Source: an optimization exercise on an open RTL-to-GDS flow (aim: small area and a short achievable clock period). Production flows keep margins and buffers that such runs may drop.
In this exercise RTL edits were held to simulation tests only and were not proved equivalent to the original.
Power figures rest on the tool's default switching activity, not on a simulated workload.

$ cat flow/design.v
package fetch_dispatch_pkg;
    localparam int ROB_DEPTH  = 8;
    localparam int TAG_W      = 3;
    localparam int PC_W       = 7;
    localparam int IMEM_DEPTH = 128;
    localparam int CNT_W      = 4;
    localparam logic [6:0] OP_R    = 7'b0110011;
    localparam logic [6:0] OP_LOAD = 7'b0000011;
    localparam logic [6:0] F7_ADD = 7'b0000000;
    localparam logic [6:0] F7_SUB = 7'b0100000;
    localparam logic [6:0] F7_MUL = 7'b0000001;
endpackage
module fetch_unit
(
    input  logic            clk1,
    input  logic            rst_n,
    input  logic            hold,
    input  logic            imem_we,
    input  logic [fetch_dispatch_pkg::PC_W-1:0] imem_waddr,
    input  logic [31:0]     imem_wdata,
    output logic [fetch_dispatch_pkg::PC_W-1:0] pc,
    output logic [31:0]     inst,
    output logic [31:7]     inst_i,
    output logic            n_add,
    output logic            n_mul,
    output logic            n_load
);
    localparam int N  = fetch_dispatch_pkg::IMEM_DEPTH;
    localparam int AW = fetch_dispatch_pkg::PC_W;
    logic [N-1:0][31:0] imem;
    logic [N-1:0]       wsel;
    logic [N-1:0]       rsel;
    localparam int Q  = 4;
    localparam int NQ = N / Q;
    logic [Q-1:0][31:0] part;
    logic [Q-1:0][31:0] nxt_q;
    logic [31:0]        nxt;
    logic [AW-1:0]      pc_inc;
    always_ff @(posedge clk1) begin
        if (!rst_n) begin
            pc_inc <= AW'(1);
        end else if (!hold) begin
            pc_inc <= pc_inc + 1'b1;
        end
    end
    always_ff @(posedge clk1) begin
        if (!hold) inst_i <= nxt[31:7];
    end
    always_comb begin
        for (int i = 0; i < N; i++) begin
            wsel[i] = imem_we && (imem_waddr == AW'(i));
        end
    end
    always_ff @(posedge clk1) begin
        for (int i = 0; i < N; i++) begin
            if (wsel[i]) imem[i] <= imem_wdata;
        end
    end
    localparam int NL = NQ / 3 + 1;
    logic [Q-1:0][NL-1:0][31:0] leaf_n;
    for (genvar q = 0; q < Q; q++) begin : g_q
        for (genvar l = 0; l < NL; l++) begin : g_l
            localparam int W0 = q * NQ + 3 * l;
            for (genvar b = 0; b < 32; b++) begin : g_b
                if (3 * l + 3 <= NQ) begin : g_3
                    fetch_rd_aoi3 u_aoi (
                        .s   (rsel[W0 +: 3]),
                        .d   ({imem[W0 + 2][b], imem[W0 + 1][b], imem[W0][b]}),
                        .y_n (leaf_n[q][l][b])
                    );
                end else begin : g_2
                    fetch_rd_aoi2 u_aoi (
                        .s   (rsel[W0 +: 2]),
                        .d   ({imem[W0 + 1][b], imem[W0][b]}),
                        .y_n (leaf_n[q][l][b])
                    );
                end
            end
        end
    end
    always_comb begin
        for (int q = 0; q < Q; q++) begin
            part[q] = '1;
            for (int l = 0; l < NL; l++) part[q] = part[q] & leaf_n[q][l];
            part[q] = ~part[q];
        end
    end
    always_comb begin
        nxt = '0;
        for (int q = 0; q < Q; q++) nxt = nxt | nxt_q[q];
    end
    logic op_r;
    assign op_r   = nxt[6:0] == fetch_dispatch_pkg::OP_R;
    assign n_add  = op_r && (nxt[31:25] == fetch_dispatch_pkg::F7_ADD || nxt[31:25] == fetch_dispatch_pkg::F7_SUB);
    assign n_mul  = op_r && (nxt[31:25] == fetch_dispatch_pkg::F7_MUL);
    assign n_load = nxt[6:0] == fetch_dispatch_pkg::OP_LOAD;
    logic byp_pc, byp_inc;
    assign byp_pc  = imem_we && imem_waddr == pc;
    assign byp_inc = imem_we && imem_waddr == pc_inc;
    logic [Q-1:0][31:0] nq_hold, nq_adv;
    always_comb begin
        for (int q = 0; q < Q; q++) begin
            if (byp_pc)  nq_hold[q] = (q == 0) ? imem_wdata : '0;
            else         nq_hold[q] = nxt_q[q];
            if (byp_inc) nq_adv[q]  = (q == 0) ? imem_wdata : '0;
            else         nq_adv[q]  = part[q];
        end
    end
    always_ff @(posedge clk1) begin
        if (!rst_n) begin
            nxt_q[0] <= wsel[0] ? imem_wdata : imem[0];
            for (int q = 1; q < Q; q++) nxt_q[q] <= '0;
        end else if (hold) begin
            nxt_q <= nq_hold;
        end else begin
            nxt_q <= nq_adv;
        end
    end
    always_ff @(posedge clk1) begin
        if (!rst_n) begin
            pc    <= '0;
            rsel  <= N'(2);
            inst  <= '0;
        end else if (!hold) begin
            inst  <= nxt;
            pc    <= pc_inc;
            rsel  <= {rsel[N-2:0], rsel[N-1]};
        end
    end
endmodule
module fetch_rd_aoi2
(
    input  logic [1:0] s,
    input  logic [1:0] d,
    output logic       y_n
);
    assign y_n = !((s[0] && d[0]) || (s[1] && d[1]));
endmodule
module fetch_rd_aoi3
(
    input  logic [2:0] s,
    input  logic [2:0] d,
    output logic       y_n
);
    assign y_n = !((s[0] && d[0]) || (s[1] && d[1]) || (s[2] && d[2]));
endmodule
module fetch_dispatch
(
    input  logic              clk1,
    input  logic              rst_n,
    input  logic              imem_we,
    input  logic [fetch_dispatch_pkg::PC_W-1:0]   imem_waddr,
    input  logic [31:0]       imem_wdata,
    input  logic              rs_add_free,
    input  logic              rs_mul_free,
    input  logic              rs_load_free,
    input  logic              rob_commit,
    input  logic [4:0]        rob_commit_dest,
    input  logic [fetch_dispatch_pkg::TAG_W-1:0]  rob_commit_tag,
    output logic [fetch_dispatch_pkg::PC_W-1:0]   pc,
    output logic [31:0]       inst,
    output logic              stall,
    output logic              disp_add_v,
    output logic              disp_mul_v,
    output logic              disp_load_v,
    output logic [6:0]        disp_fun7,
    output logic [2:0]        disp_fun3,
    output logic [4:0]        disp_rd,
    output logic [4:0]        disp_rs1,
    output logic [4:0]        disp_rs2,
    output logic [11:0]       disp_offset,
    output logic [fetch_dispatch_pkg::TAG_W-1:0]  disp_rob_tag,
    output logic              disp_src1_busy,
    output logic [fetch_dispatch_pkg::TAG_W-1:0]  disp_src1_tag,
    output logic              disp_src2_busy,
    output logic [fetch_dispatch_pkg::TAG_W-1:0]  disp_src2_tag
);
    localparam int TW = fetch_dispatch_pkg::TAG_W;
    logic f_add, f_mul, f_load;
    logic [31:7] inst_i;
    fetch_unit u_fetch (
        .clk1       (clk1),
        .rst_n      (rst_n),
        .hold       (hold),
        .imem_we    (imem_we),
        .imem_waddr (imem_waddr),
        .imem_wdata (imem_wdata),
        .pc         (pc),
        .inst       (inst),
        .inst_i     (inst_i),
        .n_add      (f_add),
        .n_mul      (f_mul),
        .n_load     (f_load)
    );
    logic [4:0] rs2, rs1, rd;
    assign rs2 = inst_i[24:20];
    assign rs1 = inst_i[19:15];
    assign rd  = inst_i[11:7];
    logic [fetch_dispatch_pkg::CNT_W-1:0] rob_count, rob_count_nx;
    logic [TW-1:0] rob_tail;
    logic          commit_ok;
    logic          issue;
    logic          is_add, is_mul, is_load;
    logic          k_add, k_mul, k_load, k_full;
    logic          jn_add, jn_mul, jn_load, jn_full;
    logic          hold;
    assign commit_ok = rob_commit && (rob_count != '0);
    assign stall     = k_full || (k_add && !rs_add_free) || (k_mul && !rs_mul_free) || (k_load && !rs_load_free);
    assign issue     = (!jn_add && rs_add_free) || (!jn_mul && rs_mul_free) || (!jn_load && rs_load_free);
    assign hold      = !jn_full || (!jn_add && !rs_add_free) || (!jn_mul && !rs_mul_free) || (!jn_load && !rs_load_free);
    always_comb begin
        case ({issue, commit_ok})
            2'b10:   rob_count_nx = rob_count + 1'b1;
            2'b01:   rob_count_nx = rob_count - 1'b1;
            default: rob_count_nx = rob_count;
        endcase
    end
    logic n_add, n_mul, n_load, n_room;
    always_comb begin
        if (hold) begin
            n_add  = is_add;
            n_mul  = is_mul;
            n_load = is_load;
        end else begin
            n_add  = f_add;
            n_mul  = f_mul;
            n_load = f_load;
        end
        n_room = !rob_count_nx[3];
    end
    logic m_add, m_mul, m_load, m_any;
    always_comb begin
        m_add  = hold ? (is_add && n_room)  : (f_add && n_room);
        m_mul  = hold ? (is_mul && n_room)  : (f_mul && n_room);
        m_load = hold ? (is_load && n_room) : (f_load && n_room);
        m_any  = hold ? (is_add || is_mul || is_load) : (f_add || f_mul || f_load);
    end
    always_ff @(posedge clk1) begin
        if (!rst_n) begin
            rob_tail  <= '0;
            rob_count <= '0;
            is_add    <= 1'b0;
            is_mul    <= 1'b0;
            is_load   <= 1'b0;
            k_add     <= 1'b0;
            k_mul     <= 1'b0;
            k_load    <= 1'b0;
            k_full    <= 1'b0;
            jn_add    <= 1'b1;
            jn_mul    <= 1'b1;
            jn_load   <= 1'b1;
            jn_full   <= 1'b1;
        end else begin
            if (issue) begin
                rob_tail <= rob_tail + 1'b1;
            end
            rob_count <= rob_count_nx;
            is_add    <= n_add;
            is_mul    <= n_mul;
            is_load   <= n_load;
            k_add     <= n_add && n_room;
            k_mul     <= n_mul && n_room;
            k_load    <= n_load && n_room;
            k_full    <= (n_add || n_mul || n_load) && !n_room;
            jn_add    <= !m_add;
            jn_mul    <= !m_mul;
            jn_load   <= !m_load;
            jn_full   <= !(m_any && !n_room);
        end
    end
    logic [31:1]   busy_q;
    logic [TW-1:0] tag_q [1:31];
    logic [31:0]   busy;
    logic [TW-1:0] tag_tbl [32];
    logic [31:1]   set_r, clr_r;
    always_comb begin
        busy[0]    = 1'b0;
        tag_tbl[0] = '0;
        for (int r = 1; r < 32; r++) begin
            busy[r]    = busy_q[r];
            tag_tbl[r] = tag_q[r];
        end
        for (int r = 1; r < 32; r++) begin
            set_r[r] = issue && (rd == 5'(r));
            clr_r[r] = commit_ok && (rob_commit_dest == 5'(r)) && (tag_tbl[r] == rob_commit_tag);
        end
    end
    always_ff @(posedge clk1) begin
        for (int r = 1; r < 32; r++) begin
            if (!rst_n)        busy_q[r] <= 1'b0;
            else if (set_r[r]) busy_q[r] <= 1'b1;
            else if (clr_r[r]) busy_q[r] <= 1'b0;
        end
    end
    always_ff @(posedge clk1) begin
        for (int r = 1; r < 32; r++) begin
            if (set_r[r]) tag_q[r] <= rob_tail;
        end
    end
    logic [TW-1:0] src1_tag, src2_tag;
    logic          src1_busy, src2_busy;
    always_comb begin
        src1_tag  = tag_tbl[rs1];
        src1_busy = (rs1 != '0) && busy[rs1]
                    && !(commit_ok && rob_commit_dest == rs1 && rob_commit_tag == src1_tag);
        src2_tag  = tag_tbl[rs2];
        src2_busy = (rs2 != '0) && busy[rs2]
                    && !(commit_ok && rob_commit_dest == rs2 && rob_commit_tag == src2_tag);
        if (is_load) begin
            src2_tag  = '0;
            src2_busy = 1'b0;
        end
    end
    always_ff @(posedge clk1) begin
        if (!rst_n) begin
            disp_add_v  <= 1'b0;
            disp_mul_v  <= 1'b0;
            disp_load_v <= 1'b0;
        end else begin
            disp_add_v  <= !jn_add && rs_add_free;
            disp_mul_v  <= !jn_mul && rs_mul_free;
            disp_load_v <= !jn_load && rs_load_free;
        end
    end
    always_ff @(posedge clk1) begin
        disp_fun7      <= inst_i[31:25];
        disp_rs2       <= rs2;
        disp_rs1       <= rs1;
        disp_fun3      <= inst_i[14:12];
        disp_rd        <= rd;
        disp_rob_tag   <= rob_tail;
        disp_src1_busy <= src1_busy;
        disp_src1_tag  <= src1_tag;
        disp_src2_busy <= src2_busy;
        disp_src2_tag  <= src2_tag;
    end
    assign disp_offset = {disp_fun7, disp_rs2};
endmodule
$ cat flow/flow/run.sh
#!/bin/bash
# The standard ORFS layout (standard.sh, standard synthesis unchanged) with these
# changes to how the layout is made:
#  - MATCH_CELL_FOOTPRINT=0: the platform sets 1, which lets timing repair swap a
#    cell only for one of the same width, so it can hardly upsize anything;
#  - the port buffers that buffer_ports inserts are buf_4 instead of the platform's
#    default pick, a slow delay cell (clkdlybuf4s50_1);
#  - the floorplan step's timing repair (before placement, on wire-load estimates)
#    runs with no setup margin; the repairs after CTS and global routing use
#    config.mk's SETUP_SLACK_MARGIN.
# Each make run's whole output goes to its own log here; ORFS keeps each step's log
# under orfs/logs.
set -euo pipefail
V=(MATCH_CELL_FOOTPRINT=0 "BUFFER_PORTS_ARGS=-buffer_cell sky130_fd_sc_hd__buf_4")
bash standard.sh "${V[@]}" SETUP_SLACK_MARGIN=0 synth floorplan > flow_make_floorplan.log 2>&1
bash standard.sh "${V[@]}" finish > flow_make_finish.log 2>&1
$ cat flow/standard.sh
#!/bin/bash
# synth_recipe.tcl (not shown) runs the flow's synth.tcl, then flattens the netlist and writes it again
# the make line also repeats each setting of config.mk as NAME=value (left out here)
make -C /OpenROAD-flow-scripts/flow DESIGN_CONFIG=/design/flow/config.mk WORK_HOME=/design/flow/orfs CLKGATE_MAP_FILE= SYNTH_SCRIPT=/design/flow/synth_recipe.tcl "${@:-finish}"
$ cat flow/config.mk
export PLATFORM = sky130hd
export DESIGN_NAME = fetch_dispatch
export DESIGN_NICKNAME = fetch_dispatch
export VERILOG_FILES = /design/flow/design.v
export SDC_FILE = /design/flow/constraint.sdc
export NUM_CORES = 4
export LEC_CHECK = 0
export CAP_MARGIN = 20
export CORE_MARGIN = 2
export CORE_UTILIZATION = 45
export CTS_CLUSTER_DIAMETER = 120
export CTS_CLUSTER_SIZE = 25
export SETUP_SLACK_MARGIN = 1.8
export SLEW_MARGIN = 20
export SYNTH_HIERARCHICAL = 1
export SYNTH_MINIMUM_KEEP_SIZE = 0
$ cat flow/constraint.sdc
create_clock -name core_clock -period 4.4 [get_ports {clk1}]
set_input_delay 0.8800 -clock core_clock [delete_from_list [all_inputs] [get_ports {clk1}]]
set_output_delay 0.8800 -clock core_clock [all_outputs]
set_load 0.01 [all_outputs]
==> results.json, run 1 <==
{
  "place_congestion": 0.933,
  "synthFlopType": "edfxtp_1",
  "wl_per_cell_um": 35.3,
  "cts_hold_buf": 0,
  "die_h_um": 605,
  "yosysWarnings": 10,
  "synth_edf_count": 4214,
  "initial_core_util_pct": 45.3,
  "cts_max_level": 4,
  "synth_cell_types": 86,
  "fp.dieArea_um2": 367000,
  "endpoint_kind": "register",
  "ys_top_cells_by_area": "edfxtp_1 78%, a222oi_1 7.9%, dfxtp_1 4.8%, nand4_1 1.2%, mux2i_1 1.0%",
  "syn_inst": 8240,
  "slew_violations": 0,
  "cp_data_required_time_ps": 5160,
  "grt_max_degree": 133,
  "clk_latency_ps": 990,
  "relSlewSlack_pct": 5.76,
  "cts_tree": "done",
  "skew_ps": 87.6,
  "status": "timing/DRC/antenna clean",
  "worstMarginPinSlew_ps": 1410,
  "rsz0062_at_grt": "yes",
  "avgSynthCellArea_um2": 19.8,
  "cp_top_family": "simple AND/OR/NAND/NOR gates",
  "slowest_delay_ps": 700,
  "antenna_found_initial": 42,
  "drt_wl_total_mm": 493,
  "fin_nets": 9017,
  "syn-num-nets": 8300,
  "power_mw": 72.7,
  "drtIter0Drc": 17500,
  "slowest_stage": "a222oi_1",
  "crit_path_start_kind": "register",
  "port_buffers": 144,
  "crit_buf_inv": 1,
  "firstDrtPassIters": 9,
  "rr_startpoint": "u_fetch.rsel[2]",
  "cts_sinks": 4604,
  "yosysTopAreaCellShare_pct": 77.7,
  "min-delay-path-class": "in -> reg",
  "overflow": 0,
  "core_um2": 359000,
  "drc": 0,
  "critPathMaxFanout": 23,
  "synth_top_cell_by_area": "edfxtp_1",
  "ys_seq_area_share_pct": 82.5,
  "min_to": "u_fetch.imem[2]",
  "crit_type": "reg -> reg",
  "r2r-end": "u_fetch.nxt_q[19]",
  "hold_depth": 3,
  "grt_pass1_vias": 87600,
  "drv_cap": 0,
  "grt_pass1_wl_mm": 681,
  "grt_util_all_layers_pct": 26.2,
  "synth_area_um2": 163000,
  "ys_seq_elements": 4604,
  "worst-path-stages": 5,
  "syn_to_final_growth_pct": 11.4,
  "num_rows": 220,
  "cp.arrival_ps": 3430,
  "r2r_slack_ps": 1730,
  "peakVddDrop_v": 0.000346,
  "synth_commonest_cells": "4214 x edfxtp_1, 1280 x a222oi_1, 390 x dfxtp_1",
  "setup_viol": 0,
  "p_leak_nw": 55.3,
  "cp_cell_sequence": "buf_6 > a222oi_1 > nand4_1 > or4_1 > o221a_2",
  "fmax_mhz": 375,
  "vias": 92200,
  "cts_made_buffers": 208,
  "die_w_um": 605,
  "ctsLongestPathBuffers": 4,
  "hold_start": "imem_wdata[2]",
  "final_hold_viol_count": 0,
  "finalCritPeriodShare_pct": 60.7,
  "cts_root_buffer": "clkbuf_16",
  "rr_worst_depth": 5,
  "yosysMostFrequentCell": "edfxtp_1",
  "clk_pin_slew_ps": 110,
  "drive_above_1_share_pct": 15.2,
  "synth-async-reset-ratio_pct": 0,
  "dp_hpwl_mm": 306,
  "ant_nets": 0,
  "setup_tns_ps": 0,
  "period_minus_slack_ps": 2670,
  "timing.hold.ws_ps": 238,
  "ioPinCount": 145,
  "powerDensity_nw_per_um2": 401,
  "via_per_inst": 6.62
}
-- logic make-up after synthesis --
group,Yosys count,synth area share (%)
multiplexers,191,1.31
XOR/XNOR,134,0.721
adder cells (fa/ha/maj),6,0.0507
buffers and inverters,198,0.626
AO/OA/AOI/OAI,1751,10.5
AND/OR/NAND/NOR,1356,4.28
flip-flops,4604,82.5
-- final cells by class --
class,instances,area (µm²)
Multi-Input combinational cell,3438,29000
Fill cell,29000,178000
Sequential cell,4604,134000
Timing Repair Buffer,683,5670
Clock inverter,15,244
Inverter,22,101
Antenna cell,31,77.6
Clock buffer,372,5890
Tap cell,4773,5970
-- worst min-delay path: cells and delay by family --
kind	cells	cell delay, ps
simple gates	2	140
buf+inv	1	150
-- Yosys stat by module (local to each module, per instance) --
| module | cell area (µm²) | cells inside | flops+latches | times used |
|---|---|---|---|---|
| fetch_rd_aoi2 | 12.5 | 1 | 0 | 128 |
| fetch_unit | 139000 | 5900 | 4423 | 1 |
| fetch_rd_aoi3 | 10.0 | 1 | 0 | 1280 |
| fetch_dispatch | 9860 | 932 | 181 | 1 |
-- metrics by stage --
stage	setup WS [ps]	area [µm²]	cells	utilization, %
floorplan	138	163000	8240	-
global placement	232	174000	13500	48.4
detailed placement	385	174000	13500	48.4
CTS	1740	181000	13900	50.3
global route	1670	181000	13900	50.4
finish	1730	181000	13900	50.5
-- state kept, by name, summed over array words and instances, names as in the netlist, 4 cells and up --
register,cells
u_fetch.pc,7
rob_count,4
u_fetch.nxt_q,128
u_fetch.imem,4096
disp_rs2,5
disp_rd,5
busy_q,31
u_fetch.rsel,128
disp_fun7,7
u_fetch.inst,32
u_fetch.inst_i,25
tag_q,93
disp_rs1,5
u_fetch.pc_inc,7
-- layer usage --
metal	vias up	GRT usage (%)	part of all wire (%)
met1	48400	35.2	38
met4	12	11.6	4.9
li1	38000	-	-
met3	691	3.99	9.5
met2	5197	42.5	48
met5	-	0	0.016
-- cells in the final DEF (no fill, tap or decap), types with 15 or more instances in the layout --
cell	instances
mux4_2	16
o21ai_0	17
edfxtp_1	4214
nand4_1	306
nor2_1	214
inv_1	16
nor3_1	57
nand3_1	167
xnor2_1	115
diode_2	31
clkbuf_16	214
a222oi_1	1280
buf_12	31
nand2_1	205
buf_4	627
a21oi_1	60
buf_6	20
nand3b_1	16
a22oi_2	131
o2bb2ai_1	90
o221a_2	30
o21a_1	62
clkbuf_1	160
nor4_1	15
nor2_4	125
xor2_1	18
mux2i_1	164
nor2b_1	30
nor3_2	41
or4_1	52
dfxtp_1	337
dfxtp_2	44
-- how the worst max path moves through the flow --
stage	from	endpoint	slack (ps)
6_report	u_fetch.rsel[2]	u_fetch.nxt_q[19]	1730
5_1_grt	u_fetch.pc_inc[0]	u_fetch.nxt_q[29]	1670
4_1_cts	u_fetch.nxt_q[28]	jn_mul	1740
3_5_place_dp	rs_load_free	jn_full	380
3_3_place_gp	rs_add_free	jn_full	230
2_1_floorplan	imem_waddr[4]	u_fetch.imem[32]	140
-- power breakdown --
part           switching [mW]  leakage [nW]  internal, mW
Combinational            1.61          11.0         0.508
Sequential              0.211          41.4          47.9
Clock                    13.2          2.90          9.25
-- what timing repair did --
item / 4_1_cts / 5_1_grt
resized for setup: 136 / 43
pin swaps: 35 / 34
cloned: 3 / 0
setup buffers: 48 / 16
setup endpoints to repair: 105 / 51
==> inputs of run 2 (changes only) <==
--- a/flow/design.v
+++ b/flow/design.v
@@ -102,4 +102,4 @@
         for (int q = 0; q < Q; q++) begin
-            if (byp_pc)  nq_hold[q] = (q == 0) ? imem_wdata : '0;
-            else         nq_hold[q] = nxt_q[q];
+            if (q == 0) nq_hold[q] = byp_pc ? imem_wdata : nxt;
+            else        nq_hold[q] = '0;
             if (byp_inc) nq_adv[q]  = (q == 0) ? imem_wdata : '0;
--- a/flow/config.mk
+++ b/flow/config.mk
@@ -12,3 +12,3 @@
 export CTS_CLUSTER_SIZE = 25
-export SETUP_SLACK_MARGIN = 1.8
+export SETUP_SLACK_MARGIN = 1.9
 export SLEW_MARGIN = 20
==> run 2 against run 1 <==
Compared with the run above: via count fell by 0.37%; area after synthesis fell by 0.39%; die area fell by 0.39%; clock power barely moved; largest cell class unchanged; highest routed layer unchanged.
==> results.json, run 2 <==
{
  "status": "timing/DRC/antenna clean",
  "core_um2": 359000,
  "timing.hold.ws_ps": 322,
  "period_minus_slack_ps": 2630,
  "rr_startpoint": "u_fetch.rsel[0]",
  "via_per_inst": 6.64,
  "setup_viol": 0,
  "r2r_slack_ps": 1770,
  "drtIter0Drc": 18300,
  "num-fill-cells": 28700,
  "final_hold_viol_count": 0,
  "yosys.area_share.xor_xnor_pct": 0.729,
  "dp_hpwl_mm": 302,
  "avgSynthCellArea_um2": 20.0,
  "fp.dieArea_um2": 365000,
  "synth_edf_count": 4182,
  "finalCritPeriodShare_pct": 59.9,
  "place_congestion": 0.928,
  "final_cell_mix": "4182 x edfxtp_1, 1280 x a222oi_1, 645 x buf_4",
  "setup_tns_ps": 0,
  "cp_data_required_time_ps": 5220,
  "yosysMostFrequentCell": "edfxtp_1",
  "reg_top3": "u_fetch.imem x4096, u_fetch.nxt_q x128, u_fetch.rsel x128",
  "yosys.area_share.adder_pct": 0.0509,
  "clk_pin_slew_ps": 100,
  "synth_top_family_by_area": "compound AO/OA/AOI/OAI gates",
  "critPathMaxFanout": 7,
  "drc": 0,
  "hold_start": "imem_wdata[24]",
  "grt_pass1_vias": 86600,
  "r2r-end": "u_fetch.nxt_q[10]",
  "port_buffers": 144,
  "cpMostUsedCell": "buf_6",
  "powerDensity_nw_per_um2": 400,
  "vias": 91900,
  "crit_path_start_kind": "register",
  "drt_wl_total_mm": 492,
  "synthMuxAreaShare_pct": 1.67,
  "p_comb_share_pct": 3.1,
  "min_to": "u_fetch.imem[152]",
  "synth_commonest_cells": "4182 x edfxtp_1, 1280 x a222oi_1, 482 x nor2_1",
  "num_rows": 220,
  "p_clk_share_pct": 30.9,
  "p_leak_nw": 54.6,
  "drv_cap": 0,
  "ys_seq_area_share_pct": 82.7,
  "grt_pass1_wl_mm": 678,
  "cts_hold_buf": 0,
  "yosysTopAreaCellShare_pct": 77.4,
  "synthSimpleGateAreaFrac_pct": 3.43,
  "cts_max_level": 4,
  "p_sw_mw": 15.0,
  "endpoint_kind": "register",
  "skew_ps": 91.0,
  "die_w_um": 604,
  "ys_seq_elements": 4604,
  "min-delay-path-class": "in -> reg",
  "die_h_um": 604,
  "firstDrtPassIters": 10,
  "yosysWarnings": 10,
  "regMostFlops": "u_fetch.imem",
  "cp_top_family": "compound AO/OA/AOI/OAI gates",
  "relSlewSlack_pct": 18.3,
  "fmax_mhz": 380,
  "synth_area_um2": 162000,
  "cp.arrival_ps": 3450,
  "ioPinCount": 145,
  "rr_worst_depth": 7,
  "largest_reg_flops": 4096,
  "synth_cell_types": 89,
  "crit_type": "reg -> reg",
  "cts_tree": "done",
  "slowest_delay_ps": 650,
  "register_area_um2": 134000,
  "slowest_stage": "a222oi_1",
  "cp_cell_sequence": "buf_6 > a222oi_1 > nand4_1 > nor3_2 > buf_6 > o32ai_2 > a221o_1",
  "ant_nets": 0,
  "antenna_found_initial": 31,
  "grt_util_all_layers_pct": 26.2,
  "peakVddDrop_v": 0.000352,
  "slew_violations": 0,
  "layout_commonest_cell": "edfxtp_1",
  "cts_made_buffers": 207,
  "power_switching_share_pct": 20.6,
  "synthFlopType": "edfxtp_1",
  "synth_top_cell_by_area": "edfxtp_1",
  "intPower_mw": 57.6,
  "overflow": 0,
  "synth-compound-area-share_pct": 10.8,
  "fin_nets": 8930,
  "syn_to_final_growth_pct": 11.9,
  "seq_power_share_pct": 66.0,
  "drive_above_1_share_pct": 16.4,
  "worstMarginPinSlew_ps": 1220,
  "crit_buf_inv": 2,
  "ctsLongestPathBuffers": 4,
  "cts_root_buffer": "clkbuf_16",
  "rsz0062_at_grt": "yes",
  "multiInputGateArea_um2": 28800,
  "ys_top_cells_by_area": "edfxtp_1 77%, a222oi_1 7.9%, dfxtp_1 5.2%, nand4_1 1.2%, mux2i_1 1.1%",
  "initial_core_util_pct": 45.2,
  "synth-async-reset-ratio_pct": 0,
  "syn_inst": 8092,
  "cts_sinks": 4604,
  "syn-num-nets": 8152,
  "clk_latency_ps": 970,
  "wl_per_cell_um": 35.6,
  "grt_max_degree": 114,
  "hold_depth": 1
}
run 2: repair_timing:
item	CTS	global route
resized for setup	160	110
cloned	2	3
pin swaps	40	74
endpoints found under the setup margin	273	99
setup buffers	59	39
run 2: kinds of logic (layout without fill, tap and decap cells):
family / count (synthesis) / in the layout
AND/OR/NAND/NOR: 1110 / 1110
flip-flops: 4604 / 4604
adder cells (fa/ha/maj): 6 / 6
AO/OA/AOI/OAI: 1809 / 1809
XOR/XNOR: 135 / 135
other: 0 / 14
buffers and inverters: 186 / 1141
multiplexers: 242 / 242
run 2: modules after synthesis, one instance, submodules excluded:
| module | cells | times used | cell area (µm²) | flops+latches |
|---|---|---|---|---|
| fetch_rd_aoi3 | 1 | 1280 | 10.0 | 0 |
| fetch_unit | 5774 | 1 | 138000 | 4423 |
| fetch_dispatch | 910 | 1 | 9900 | 181 |
| fetch_rd_aoi2 | 1 | 128 | 12.5 | 0 |
run 2: worst max-delay path by stage:
stage | start | endpoint | slack, ps | cells past startpoint
floorplan | imem_waddr[4] | u_fetch.imem[32] | 120 | 4
global placement | rs_load_free | jn_full | 700 | 13
detailed placement | imem_waddr[0] | u_fetch.imem[3328] | 680 | 7
finish | u_fetch.rsel[0] | u_fetch.nxt_q[10] | 1770 | 7
global route | u_fetch.rsel[1] | u_fetch.nxt_q[25] | 1690 | 8
CTS | k_add | stall | 1830 | 3
run 2: cell type report:
cell class	count	area share, %
clock inverters	14	0.121
repair buffers	728	3.45
diodes	14	0.0193
well taps	4773	3.29
multi-input cells	3302	15.9
flip-flops and latches	4604	73.9
inverters	27	0.0641
clock buffers	372	3.23
run 2: power groups by stage:
| stage | sequential, mW | clock [mW] | combinational (mW) |
|---|---|---|---|
| 6_report | 48.0 | 22.4 | 2.24 |
| 3_3_place_gp | 49.0 | 0 | 1.97 |
| 5_1_grt | 48.0 | 24.2 | 2.33 |
| 2_1_floorplan | 48.9 | 0 | 0.624 |
| 3_5_place_dp | 49.0 | 0 | 2.03 |
| 4_1_cts | 48.0 | 22.7 | 2.16 |
run 2: metrics by stage:
step	cell area, µm²	total power [mW]	worst slack, ps	instances	utilization (%)
final	181000	72.6	1770	13800	50.5
after floorplan	162000	49.6	116	8092	-
after CTS	181000	72.8	1830	13800	50.3
after detailed placement	173000	51.0	682	13300	48.3
after global routing	181000	74.5	1690	13800	50.5
after global placement	173000	51.0	700	13300	48.3
run 2: metal layers:
metal,up-vias,routed length (µm),global-route usage (%)
li1,37600,-,-
met1,48100,190000,36.7
met3,673,52500,4.40
met4,4,21000,9.47
met2,5544,229000,41.4
met5,-,32,0
==> inputs of run 3 (changes only) <==
--- a/flow/config.mk
+++ b/flow/config.mk
@@ -12,3 +12,3 @@
 export CTS_CLUSTER_SIZE = 25
-export SETUP_SLACK_MARGIN = 1.9
+export SETUP_SLACK_MARGIN = 2.0
 export SLEW_MARGIN = 20
==> run 3 against run 2 <==
Compared with the run above: flip-flop and latch count is the same; still clean; clock skew grew 1.8 ps; highest routed layer unchanged; clock power is essentially flat; area after synthesis is the same; sequential share of layout area shrank 0.41 points.
==> results.json, run 3 <==
{
  "status": "timing/DRC/antenna clean",
  "slowest_stage": "a222oi_1",
  "crit_buf_inv": 2,
  "grt_pass1_wl_mm": 680,
  "cts_root_buffer": "clkbuf_16",
  "period_minus_slack_ps": 2650,
  "ant_nets": 0,
  "worst_slack_ps": 1750,
  "hold_start": "imem_wdata[24]",
  "relSlewSlack_pct": 20.1,
  "cp.arrival_ps": 3470,
  "ys_seq_area_share_pct": 82.7,
  "avgSynthCellArea_um2": 20.0,
  "cts_made_buffers": 207,
  "grt_max_degree": 114,
  "slowest_delay_ps": 660,
  "min-delay-path-class": "in -> reg",
  "firstDrtPassIters": 10,
  "rr_startpoint": "u_fetch.rsel[0]",
  "num-fill-cells": 28600,
  "synth_area_um2": 162000,
  "r2r-end": "u_fetch.nxt_q[10]",
  "regMostFlops": "u_fetch.imem",
  "drt_wl_total_mm": 494,
  "multiInputGateArea_um2": 29100,
  "drive_above_1_share_pct": 17.9,
  "cp_top_family": "compound AO/OA/AOI/OAI gates",
  "layout_commonest_cell": "edfxtp_1",
  "final_cell_mix": "4182 x edfxtp_1, 1280 x a222oi_1, 676 x buf_4",
  "syn_to_final_growth_pct": 12.6,
  "powerDensity_nw_per_um2": 398,
  "endpoint_kind": "register",
  "power_mw": 72.7,
  "setup_tns_ps": 0,
  "slew_violations": 0,
  "p_leak_nw": 55.2,
  "synth_cell_types": 89,
  "fp.dieArea_um2": 365000,
  "via_per_inst": 6.63,
  "ys_seq_elements": 4604,
  "synth_top_cell_by_area": "edfxtp_1",
  "critPathMaxFanout": 4,
  "rsz0062_at_grt": "yes",
  "yosysTopAreaCellShare_pct": 77.4,
  "core_um2": 359000,
  "grt_pass1_vias": 86900,
  "wl_per_cell_um": 35.5,
  "worstMarginPinSlew_ps": 1200,
  "synth-async-reset-ratio_pct": 0,
  "setup_viol": 0,
  "die_h_um": 604,
  "yosysWarnings": 10,
  "syn_inst": 8092,
  "cp_cell_sequence": "buf_4 > a222oi_1 > nand4_1 > nor3_2 > buf_6 > o32ai_2 > a221o_1",
  "worst-path-stages": 7,
  "synthFlopType": "edfxtp_1",
  "crit_path_start_kind": "register",
  "peakVddDrop_v": 0.000353,
  "fin_nets": 8997,
  "antenna_found_initial": 27,
  "synth_commonest_cells": "4182 x edfxtp_1, 1280 x a222oi_1, 482 x nor2_1",
  "final_hold_viol_count": 0,
  "port_buffers": 144,
  "rr_worst_depth": 7,
  "die_w_um": 604,
  "synth_edf_count": 4182,
  "skew_ps": 92.7,
  "cts_max_level": 4,
  "syn-num-nets": 8152,
  "clk_latency_ps": 970,
  "ys_top_cells_by_area": "edfxtp_1 77%, a222oi_1 7.9%, dfxtp_1 5.2%, nand4_1 1.2%, mux2i_1 1.1%",
  "ioPinCount": 145,
  "hold_depth": 1,
  "min_to": "u_fetch.imem[184]",
  "yosysMostFrequentCell": "edfxtp_1",
  "fmax_mhz": 377,
  "initial_core_util_pct": 45.2,
  "reg_top3": "u_fetch.imem x4096, u_fetch.nxt_q x128, u_fetch.rsel x128",
  "vias": 92200,
  "overflow": 0,
  "ctsLongestPathBuffers": 4,
  "r2r_slack_ps": 1750,
  "place_congestion": 0.928,
  "finalCritPeriodShare_pct": 60.3,
  "register_area_um2": 134000,
  "cts_sinks": 4604,
  "cts_tree": "done",
  "pre_cts_slack_ps": 682,
  "grt_util_all_layers_pct": 26.3,
  "cp_data_required_time_ps": 5210,
  "dp_hpwl_mm": 302,
  "crit_type": "reg -> reg",
  "drv_cap": 0,
  "clk_pin_slew_ps": 100,
  "drc": 0,
  "drtIter0Drc": 19100,
  "largest_reg_flops": 4096,
  "num_rows": 220
}
-- run 3: cell types whose count changed in the layout (fill, tap and decap cells not counted), moves of 14 or more --
cell | before | now
dfxtp_2 | 39 | 76
buf_6 | 26 | 45
buf_4 | 645 | 676
dfxtp_1 | 369 | 321
nor2_1 | 302 | 288
-- run 3: worst max-delay path by stage --
stage | startpoint | end | slack [ps]
finish | u_fetch.rsel[0] | u_fetch.nxt_q[10] | 1750
floorplan | imem_waddr[4] | u_fetch.imem[32] | 120
CTS | k_add | stall | 1830
global route | u_fetch.rsel[0] | u_fetch.nxt_q[8] | 1730
detailed placement | imem_waddr[0] | u_fetch.imem[3328] | 680
global placement | rs_load_free | jn_full | 700
-- run 3: layout make-up --
type	instances	share of cell area (%)
clock inverters	14	0.120
clock buffers	372	3.21
multi-input cells	3302	15.9
well taps	4773	3.27
diodes	17	0.0233
inverters	27	0.0651
repair buffers	795	3.86
flip-flops and latches	4604	73.5
-- run 3: logic make-up (layout without fill, tap and decap cells) --
group | after synthesis | count (layout) | share of synthesized area [%]
flops | 4604 | 4604 | 82.7
compound gates | 1809 | 1809 | 10.8
simple gates | 1110 | 1110 | 3.43
mux | 242 | 242 | 1.67
buf+inv | 186 | 1208 | 0.638
xor+xnor | 135 | 135 | 0.729
fa+ha+maj | 6 | 6 | 0.0509
other cells | 0 | 17 | 0
-- run 3: power breakdown --
part	switching [mW]	internal, mW
sequential	0.145	47.8
combinational	1.69	0.595
clock	13.2	9.24
total	15.0	57.7
-- run 3: through the flow --
stage	cell area (µm²)	instances	hold WS, ps	utilization [%]
floorplan	162000	8092	323	-
global placement	173000	13300	332	48.3
detailed placement	173000	13300	327	48.3
CTS	182000	13800	267	50.6
global route	183000	13900	287	50.8
finish	183000	13900	322	50.9
-- run 3: per-layer routing --
layer  share of wire, %  vias to the layer above  GRT usage [%]
met5             0.0083                        -              0
met4                4.1                        6           9.28
met3                 11                      670           4.48
met2                 46                     5656           41.6
met1                 39                    48100           36.8
li1                   -                    37700              -
-- run 3: worst register-to-register path: stages (launching register included) --
cell and delay (ps):
dfxtp_4 380, buf_4 140, a222oi_1 660, nand4_1 490
nor3_2 270, buf_6 190, o32ai_2 80, a221o_1 280
-- run 3: modules after synthesis (local to each module, per instance) --
module          cells  flip-flops and latches
fetch_rd_aoi3       1                       0
fetch_dispatch    910                     181
fetch_rd_aoi2       1                       0
fetch_unit       5774                    4423
-- run 3: timing repair --
item | 4_1_cts | 5_1_grt
gates cloned | 5 | 2
endpoints found under the hold margin | 0 | 0
hold buffers | 0 | 0
resized for setup | 297 | 128
endpoints found under the setup margin | 417 | 163
setup buffers | 116 | 47
pin swaps | 84 | 123

## static timing again, ports no longer ideal
The flow's constraints put no driver on any port. The routed layouts listed below were extracted and timed again, unchanged, in two steps.
Step 1 sets driving cells, clkbuf_16 on the clock port and buf_2 on the other inputs (assumed; they add their load-dependent delay and slew).
Step 2 moves the port delays by t, midway between the first and last clock arrival at a register: inputs arrive t later, outputs are due t later. That takes back most of the time a late clock gives input paths.
Three values: ideal, step 1, step 2; two values: the first two.
run | t (ns) | slack for setup (ns) | worst setup path after step 2 | latest minus earliest clock arrival (ns)
run 1 | 1.053 | 1.730 / 1.700 / 0.647 | input to register | 0.098 / 0.098
run 2 | 1.035 | 1.766 / 1.766 / 0.950 | input to register | 0.110 / 0.111
run 3 | 1.035 | 1.746 / 1.746 / 0.972 | input to register | 0.112 / 0.112
After both steps setup and hold are still met in every run listed. For run 1, which loses most, drivers alone change the setup slack by -0.030 ns; drivers and shift together by -1.083 ns.
